This design comes from an exercise in tuning for small area, a short achievable clock period and few clock cycles per item on the open sky130 flow, not from production work. At most, simulation tests tie the RTL to the original design; equivalence was not proved.

Setup of before:
==> flow/design.v <==
package skf_pkg;
    localparam int VALUE_W   = 32;
    localparam int COV_FRAC  = 30;
    localparam int COV_W     = COV_FRAC + 2;
    localparam int REG_W     = COV_W;
    localparam int CFG_IDX_W = 2;
    localparam int HI_W      = COV_FRAC;           
    localparam int STEPS     = COV_FRAC / 2;       
    localparam int CNT_W     = $clog2(STEPS);
    localparam logic [CNT_W-1:0] CNT_LAST = CNT_W'(STEPS - 1);
    localparam logic [CFG_IDX_W-1:0] REG_PROCESS_NOISE     = CFG_IDX_W'(0);
    localparam logic [CFG_IDX_W-1:0] REG_MEASUREMENT_NOISE = CFG_IDX_W'(1);
    localparam logic [REG_W-1:0] Q_RESET = REG_W'(1073742);
    localparam logic [REG_W-1:0] R_RESET = REG_W'(10737418);
endpackage
import skf_pkg::*;
module skf_div (
    input  logic [COV_W-1:0]   i_rem,
    input  logic [COV_W-1:0]   i_den,
    input  logic [COV_W-1:0]   i_pred,
    input  logic [COV_W-1:0]   i_cl,
    input  logic [HI_W-1:0]    i_ch,
    output logic [1:0]         o_q,
    output logic [COV_W-1:0]   o_rem,
    output logic [COV_W-1:0]   o_cl,
    output logic [HI_W-1:0]    o_ch
);
    localparam int TW = COV_W + 4;
    logic [TW-1:0]      r4, d1, d2, t1, t2, t3;
    logic [TW-1:0]      r4b, dn1, dn2, ds, dc;
    logic [TW-1:0]      l4b, pn1, pn2, ps, pc;
    logic               n1, n2, n3;
    logic [1:0]         q;
    logic [HI_W-1:0]    ch_dec;
    logic [TW-1:0]      l4, p1, p2, c1, c2, c3;
    logic [TW-1:0]      ct;
    logic [TW-1:0]      dn1b, dn2b, pn1b, pn2b;
    logic [HI_W-1:0]    ones;
    assign ones = '1;
    skf_add #(TW)   u_t1 (.i_a(r4),  .i_b(dn1b), .i_cin(1'b1), .o_sum(t1), .o_cout());
    skf_add #(TW)   u_t2 (.i_a(r4),  .i_b(dn2b), .i_cin(1'b1), .o_sum(t2), .o_cout());
    skf_add #(TW)   u_t3 (.i_a(ds),  .i_b(dc),   .i_cin(1'b0), .o_sum(t3), .o_cout());
    skf_add #(TW)   u_c1 (.i_a(l4),  .i_b(pn1b), .i_cin(1'b1), .o_sum(c1), .o_cout());
    skf_add #(TW)   u_c2 (.i_a(l4),  .i_b(pn2b), .i_cin(1'b1), .o_sum(c2), .o_cout());
    skf_add #(TW)   u_c3 (.i_a(ps),  .i_b(pc),   .i_cin(1'b0), .o_sum(c3), .o_cout());
    skf_add #(HI_W) u_cd (.i_a(i_ch), .i_b(ones), .i_cin(1'b0), .o_sum(ch_dec), .o_cout());
    always_comb begin
        r4 = TW'({i_rem, 2'b00});
        d1 = TW'(i_den);
        d2 = TW'({i_den, 1'b0});
        dn1b = ~d1;
        dn2b = ~d2;
        r4b = TW'({i_rem, 2'b10});
        dn1 = ~d1;
        dn2 = ~d2;
        ds  = r4b ^ dn1 ^ dn2;
        dc  = ((r4b & dn1) | (r4b & dn2) | (dn1 & dn2)) << 1;
        n1 = t1[TW-1];
        n2 = t2[TW-1];
        n3 = t3[TW-1];
        q = {!n2, !n3 || (!n1 && n2)};
        case ({n3, n2, n1})
            3'b000:  o_rem = t3[COV_W-1:0];
            3'b100:  o_rem = t2[COV_W-1:0];
            3'b110:  o_rem = t1[COV_W-1:0];
            default: o_rem = r4[COV_W-1:0];
        endcase
        l4     = TW'({i_cl, 2'b00});
        p1     = TW'(i_pred);
        p2     = TW'({i_pred, 1'b0});
        pn1b   = ~p1;
        pn2b   = ~p2;
        l4b    = TW'({i_cl, 2'b10});
        pn1    = ~p1;
        pn2    = ~p2;
        ps     = l4b ^ pn1 ^ pn2;
        pc     = ((l4b & pn1) | (l4b & pn2) | (pn1 & pn2)) << 1;
        case (q)
            2'd0:    ct = l4;
            2'd1:    ct = c1;
            2'd2:    ct = c2;
            default: ct = c3;
        endcase
        o_q  = q;
        o_cl = ct[COV_W-1:0];
        o_ch = {ct[TW-1] ? ch_dec[HI_W-3:0] : i_ch[HI_W-3:0], ct[COV_W+1:COV_W]};
    end
endmodule
module skf_add #(
    parameter int W = 32
) (
    input  logic [W-1:0] i_a,
    input  logic [W-1:0] i_b,
    input  logic         i_cin,
    output logic [W-1:0] o_sum,
    output logic         o_cout
);
    localparam int L = $clog2(W);
    logic [W-1:0] g [0:L];
    logic [W-1:0] p [0:L];
    logic [W-1:0] hp;
    assign hp   = i_a ^ i_b;
    assign g[0] = (i_a & i_b) | {{(W-1){1'b0}}, hp[0] & i_cin};
    assign p[0] = hp;
    for (genvar l = 0; l < L; l++) begin : g_lvl
        for (genvar i = 0; i < W; i++) begin : g_bit
            if (((i >> l) & 1) == 1) begin : g_node
                localparam int J = ((i >> l) << l) - 1;
                assign g[l+1][i] = g[l][i] | (p[l][i] & g[l][J]);
                assign p[l+1][i] = p[l][i] & p[l][J];
            end else begin : g_pass
                assign g[l+1][i] = g[l][i];
                assign p[l+1][i] = p[l][i];
            end
        end
    end
    assign o_sum  = hp ^ {g[L][W-2:0], i_cin};
    assign o_cout = g[L][W-1];
endmodule
import skf_pkg::*;
module scalar_kalman_filter_unit (
    input  logic                                 i_clk,
    input  logic                                 i_rst_n,
    input  logic                                 i_in_valid,
    output logic                                 o_in_stall,
    input  logic signed [skf_pkg::VALUE_W-1:0]   i_sample,
    output logic                                 o_out_valid,
    input  logic                                 i_out_stall,
    output logic signed [skf_pkg::VALUE_W-1:0]   o_estimate,
    input  logic                                 i_cfg_we,
    input  logic [skf_pkg::CFG_IDX_W-1:0]        i_cfg_index,
    input  logic [skf_pkg::REG_W-1:0]            i_cfg_data
);
    logic               r_rst_n;
    logic [REG_W-1:0]   r_q, r_r;
    logic               r_q_def, r_r_def;    
    logic [COV_W-1:0]   r_pred, r_den, r_rem, r_cl;
    logic [HI_W-1:0]    r_ch;
    logic [COV_W-1:0]   r_cov;               
    logic [VALUE_W-1:0] r_s;                 
    logic [VALUE_W-1:0] r_est;               
    logic [VALUE_W-1:0] r_el;
    logic [HI_W-1:0]    r_eh;
    logic [CNT_W-1:0]   r_cnt;
    logic [1:0]         r_qd;
    logic               r_busy, r_ebusy, r_elast;
    logic               r_pend, r_out_valid;
    logic               r_o_valid, r_o_stall;   
    logic               we_q, we_r;
    logic               start, fin, last;
    logic               n_busy, n_pend, n_out_valid;
    logic [REG_W-1:0]   q_val, r_val;
    logic [COV_W-1:0]   cov;
    logic [COV_W:0]     pq_sum;
    logic [COV_W+1:0]   pqr_sum, pqr_a, pqr_b, pqr_c, pqr_s, pqr_cy;
    logic [VALUE_W+2:0] et_s, et_c;
    logic [COV_FRAC-1:0] fin_lo;
    logic [COV_W-1:0]   pred, den;
    logic [VALUE_W-1:0] est_u;
    logic               c29;
    logic [2:0]         fin_k;
    logic [HI_W-1:0]    eh_inc;
    logic [VALUE_W-1:0] est_next;
    logic [VALUE_W-1:0] x1, x0;
    logic [VALUE_W+2:0] et, ea, eb, ec;
    logic               f0;
    logic [1:0]         q;
    logic [COV_W-1:0]   n_rem, n_cl;
    logic [HI_W-1:0]    n_ch;
    assign we_q  = i_cfg_we && i_cfg_index == REG_PROCESS_NOISE;
    assign we_r  = i_cfg_we && i_cfg_index == REG_MEASUREMENT_NOISE;
    assign start = i_in_valid && !o_in_stall;
    assign fin   = r_pend && !r_out_valid;
    assign last  = r_cnt == CNT_LAST;
    assign est_u = {~r_est[VALUE_W-1], r_est[VALUE_W-2:0]};
    assign q_val = r_q_def ? Q_RESET : r_q;
    assign r_val = r_r_def ? R_RESET : r_r;
    always_comb begin
        cov     = r_cov;
        pqr_a   = {2'b0, cov};
        pqr_b   = {2'b0, q_val};
        pqr_c   = {2'b0, r_val};
        pqr_s   = pqr_a ^ pqr_b ^ pqr_c;
        pqr_cy  = ((pqr_a & pqr_b) | (pqr_a & pqr_c) | (pqr_b & pqr_c)) << 1;
        pred    = pq_sum[COV_W] ? '1 : pq_sum[COV_W-1:0];
        den     = (pqr_sum[COV_W+1:COV_W] != 2'b0) ? '1 : pqr_sum[COV_W-1:0];
    end
    assign f0 = r_den == '0;
    skf_add #(COV_W+1) u_pq  (.i_a({1'b0, cov}), .i_b({1'b0, q_val}), .i_cin(1'b0),
                              .o_sum(pq_sum), .o_cout());
    skf_add #(COV_W+2) u_pqr (.i_a(pqr_s), .i_b(pqr_cy), .i_cin(1'b0),
                              .o_sum(pqr_sum), .o_cout());
    skf_add #(VALUE_W+3) u_et (.i_a(et_s), .i_b(et_c), .i_cin(1'b0),
                               .o_sum(et), .o_cout());
    skf_add #(HI_W) u_ehi (.i_a(r_eh), .i_b('0), .i_cin(1'b1), .o_sum(eh_inc), .o_cout());
    skf_add #(COV_FRAC) u_fin (.i_a(r_el[COV_FRAC-1:0]), .i_b(est_u[COV_FRAC-1:0]), .i_cin(1'b0),
                               .o_sum(fin_lo), .o_cout(c29));
    skf_div u_div (
        .i_rem   (r_rem),
        .i_den   (r_den),
        .i_pred  (r_pred),
        .i_cl    (r_cl),
        .i_ch    (r_ch),
        .o_q     (q),
        .o_rem   (n_rem),
        .o_cl    (n_cl),
        .o_ch    (n_ch)
    );
    always_comb begin
        x1     = r_qd[1] ? r_s : est_u;
        x0     = r_qd[0] ? r_s : est_u;
        ea     = {1'b0, r_el, 2'b00};
        eb     = {2'b0, x1, 1'b0};
        ec     = {3'b0, x0};
        et_s   = ea ^ eb ^ ec;
        et_c   = ((ea & eb) | (ea & ec) | (eb & ec)) << 1;
    end
    always_comb begin
        fin_k    = {1'b0, r_el[VALUE_W-1:COV_FRAC]} + {1'b0, est_u[VALUE_W-1:COV_FRAC]} + {2'b0, c29};
        est_next = {fin_k[2] ? eh_inc : r_eh, fin_k[1:0]};
    end
    always_comb begin
        n_busy      = start || (r_busy && !last);
        n_pend      = (r_ebusy && r_elast) || (r_pend && !fin);
        n_out_valid = fin || (r_out_valid && i_out_stall);
    end
    always_ff @(posedge i_clk) begin
        r_rst_n <= i_rst_n;
        if (we_q) r_q <= i_cfg_data;
        if (we_r) r_r <= i_cfg_data;
        if (we_q) r_q_def <= 1'b0;
        else if (!r_rst_n) r_q_def <= 1'b1;
        if (we_r) r_r_def <= 1'b0;
        else if (!r_rst_n) r_r_def <= 1'b1;
        if (!r_rst_n) begin
            r_cov       <= COV_W'(1) << COV_FRAC;
            r_est       <= '0;
            r_busy      <= 1'b0;
            r_ebusy     <= 1'b0;
            r_pend      <= 1'b0;
            r_out_valid <= 1'b0;
        end else begin
            if (r_busy && last) r_cov <= {n_ch, n_cl[COV_W-1:COV_W-2]};
            if (fin) r_est <= {~est_next[VALUE_W-1], est_next[VALUE_W-2:0]};
            r_busy      <= n_busy;
            r_ebusy     <= r_busy;
            r_pend      <= n_pend;
            r_out_valid <= n_out_valid;
        end
        r_o_valid <= i_rst_n && r_rst_n && n_out_valid;
        r_o_stall <= !i_rst_n || (r_rst_n && (n_busy || n_pend || n_out_valid));
        r_elast <= last;
        r_qd    <= f0 ? 2'd0 : q;    
        if (!r_busy) begin
            r_cl   <= pred;
            r_ch   <= '0;
            r_pred <= pred;
            r_den  <= den;
            r_rem  <= pred;
            r_s    <= {~i_sample[VALUE_W-1], i_sample[VALUE_W-2:0]};
            r_cnt  <= '0;
        end else begin
            r_cl   <= n_cl;
            r_ch   <= n_ch;
            r_rem  <= n_rem;
            r_cnt  <= r_cnt + CNT_W'(1);
        end
        if (r_ebusy) begin
            r_el <= et[VALUE_W-1:0];
            r_eh <= {et[VALUE_W+2] ? eh_inc[HI_W-3:0] : r_eh[HI_W-3:0], et[VALUE_W+1:VALUE_W]};
        end else if (!r_pend || !r_out_valid) begin
            r_el <= '0;
            r_eh <= '0;
        end
    end
    assign o_in_stall  = r_o_stall;
    assign o_out_valid = r_o_valid;
    assign o_estimate  = r_est;
endmodule
clock: 12.0 ns
lec_check: 0
cap_margin: 20
core_margin: 2
core_utilization: 40
cts_buf_list: sky130_fd_sc_hd__clkbuf_8
slew_margin: 20
standard.sh (not shown) runs the stock make flow with config.mk's settings and CLKGATE_MAP_FILE= SYNTH_SCRIPT=/design/flow/synth_recipe.tcl, a recipe that flattens the netlist after the stock synthesis.
==> flow/flow/run.sh <==
#!/bin/bash
# Standard layout, with timing repair aiming for 7.5 ns of setup slack.
set -euo pipefail
bash standard.sh SETUP_SLACK_MARGIN=7.5 finish > flow_make.log 2>&1
The inputs of after differ from those of before as listed below.
--- a/flow/design.v
+++ b/flow/design.v
@@ -17,6 +17,8 @@
 module skf_div (
     input  logic [COV_W-1:0]   i_rem,
     input  logic [COV_W-1:0]   i_den,
+    input  logic               i_f0,       
+    input  logic               i_f1,       
     input  logic [COV_W-1:0]   i_pred,
     input  logic [COV_W-1:0]   i_cl,
     input  logic [HI_W-1:0]    i_ch,
@@ -58,7 +60,9 @@
         n1 = t1[TW-1];
         n2 = t2[TW-1];
         n3 = t3[TW-1];
-        q = {!n2, !n3 || (!n1 && n2)};
+        if (i_f0)      q = 2'd0;
+        else if (i_f1) q = 2'd3;
+        else           q = {!n2, !n3 || (!n1 && n2)};
         case ({n3, n2, n1})
             3'b000:  o_rem = t3[COV_W-1:0];
             3'b100:  o_rem = t2[COV_W-1:0];
@@ -163,7 +167,7 @@
     logic [VALUE_W-1:0] est_next;
     logic [VALUE_W-1:0] x1, x0;
     logic [VALUE_W+2:0] et, ea, eb, ec;
-    logic               f0;
+    logic               f0, f1;
     logic [1:0]         q;
     logic [COV_W-1:0]   n_rem, n_cl;
     logic [HI_W-1:0]    n_ch;
@@ -186,6 +190,7 @@
         den     = (pqr_sum[COV_W+1:COV_W] != 2'b0) ? '1 : pqr_sum[COV_W-1:0];
     end
     assign f0 = r_den == '0;
+    assign f1 = r_pred == r_den;
     skf_add #(COV_W+1) u_pq  (.i_a({1'b0, cov}), .i_b({1'b0, q_val}), .i_cin(1'b0),
                               .o_sum(pq_sum), .o_cout());
     skf_add #(COV_W+2) u_pqr (.i_a(pqr_s), .i_b(pqr_cy), .i_cin(1'b0),
@@ -198,6 +203,8 @@
     skf_div u_div (
         .i_rem   (r_rem),
         .i_den   (r_den),
+        .i_f0    (f0),
+        .i_f1    (f1),
         .i_pred  (r_pred),
         .i_cl    (r_cl),
         .i_ch    (r_ch),
@@ -250,7 +257,7 @@
         r_o_valid <= i_rst_n && r_rst_n && n_out_valid;
         r_o_stall <= !i_rst_n || (r_rst_n && (n_busy || n_pend || n_out_valid));
         r_elast <= last;
-        r_qd    <= f0 ? 2'd0 : q;    
+        r_qd    <= q;
         if (!r_busy) begin
             r_cl   <= pred;
             r_ch   <= '0;
### Flow results
STATUS relative slew slack: after loses against before. As far as chip width is concerned, after and before perform about the same. Re area taken by multi-input logic gates: before was higher than after. Comparing layout-stage area growth over the synthesis result for after and before, the bigger number came from after. after against before: final-layout worst hold slack went down 0.0058 ns, time the final worst path needs with I/O delays and setup held, number of distinct library cells after synthesis went down about 10%, setup TNS after final layout held, worst clock skew went up 0.025 ns. before and after ended up with roughly the same final non-filler cell area. Delta (after minus before): register area was more or less identical; overall global routing resource usage went up by 1.1 points; total number of vias went up by 1.5%. Relative to before, the count of cells resized by post-cts repair of after is higher by 34%.
Testbench counts of after, summed over its fixed seeds: cycles 32,928, items 2,048.
Only the layout flow was run in before; the RTL was not checked for function there.

static timing again, ports no longer ideal:
Ports are ideal in the flow. The routed layouts listed here were re-timed in OpenROAD. Step 1: set_driving_cell puts a clkbuf_16 on i_clk and a buf_2 on each other input, an assumption about the parent block. Step 2, shift: input delay + t, output delay - t, t = (earliest + latest rising clock arrival at the registers) / 2. This alone moves slack from input paths to output paths. a / b / c = ideal ports / drivers / drivers and shift; a / b = the first two.
| run | shift t [ns] | setup slack, ns | worst hold slack (ns) | worst register clock-pin slew, ns | worst data-port slew with drivers (ns) |
|---|---|---|---|---|---|
| before | 0.736 | 7.602 / 7.602 / 7.602 | 0.475 / 0.475 / 0.475 | 0.07 / 0.07 | 0.07 |
| after | 0.723 | 7.600 / 7.600 / 7.600 | 0.469 / 0.469 / 0.469 | 0.07 / 0.07 | 0.07 |
After both steps setup and hold are still met in every run listed.
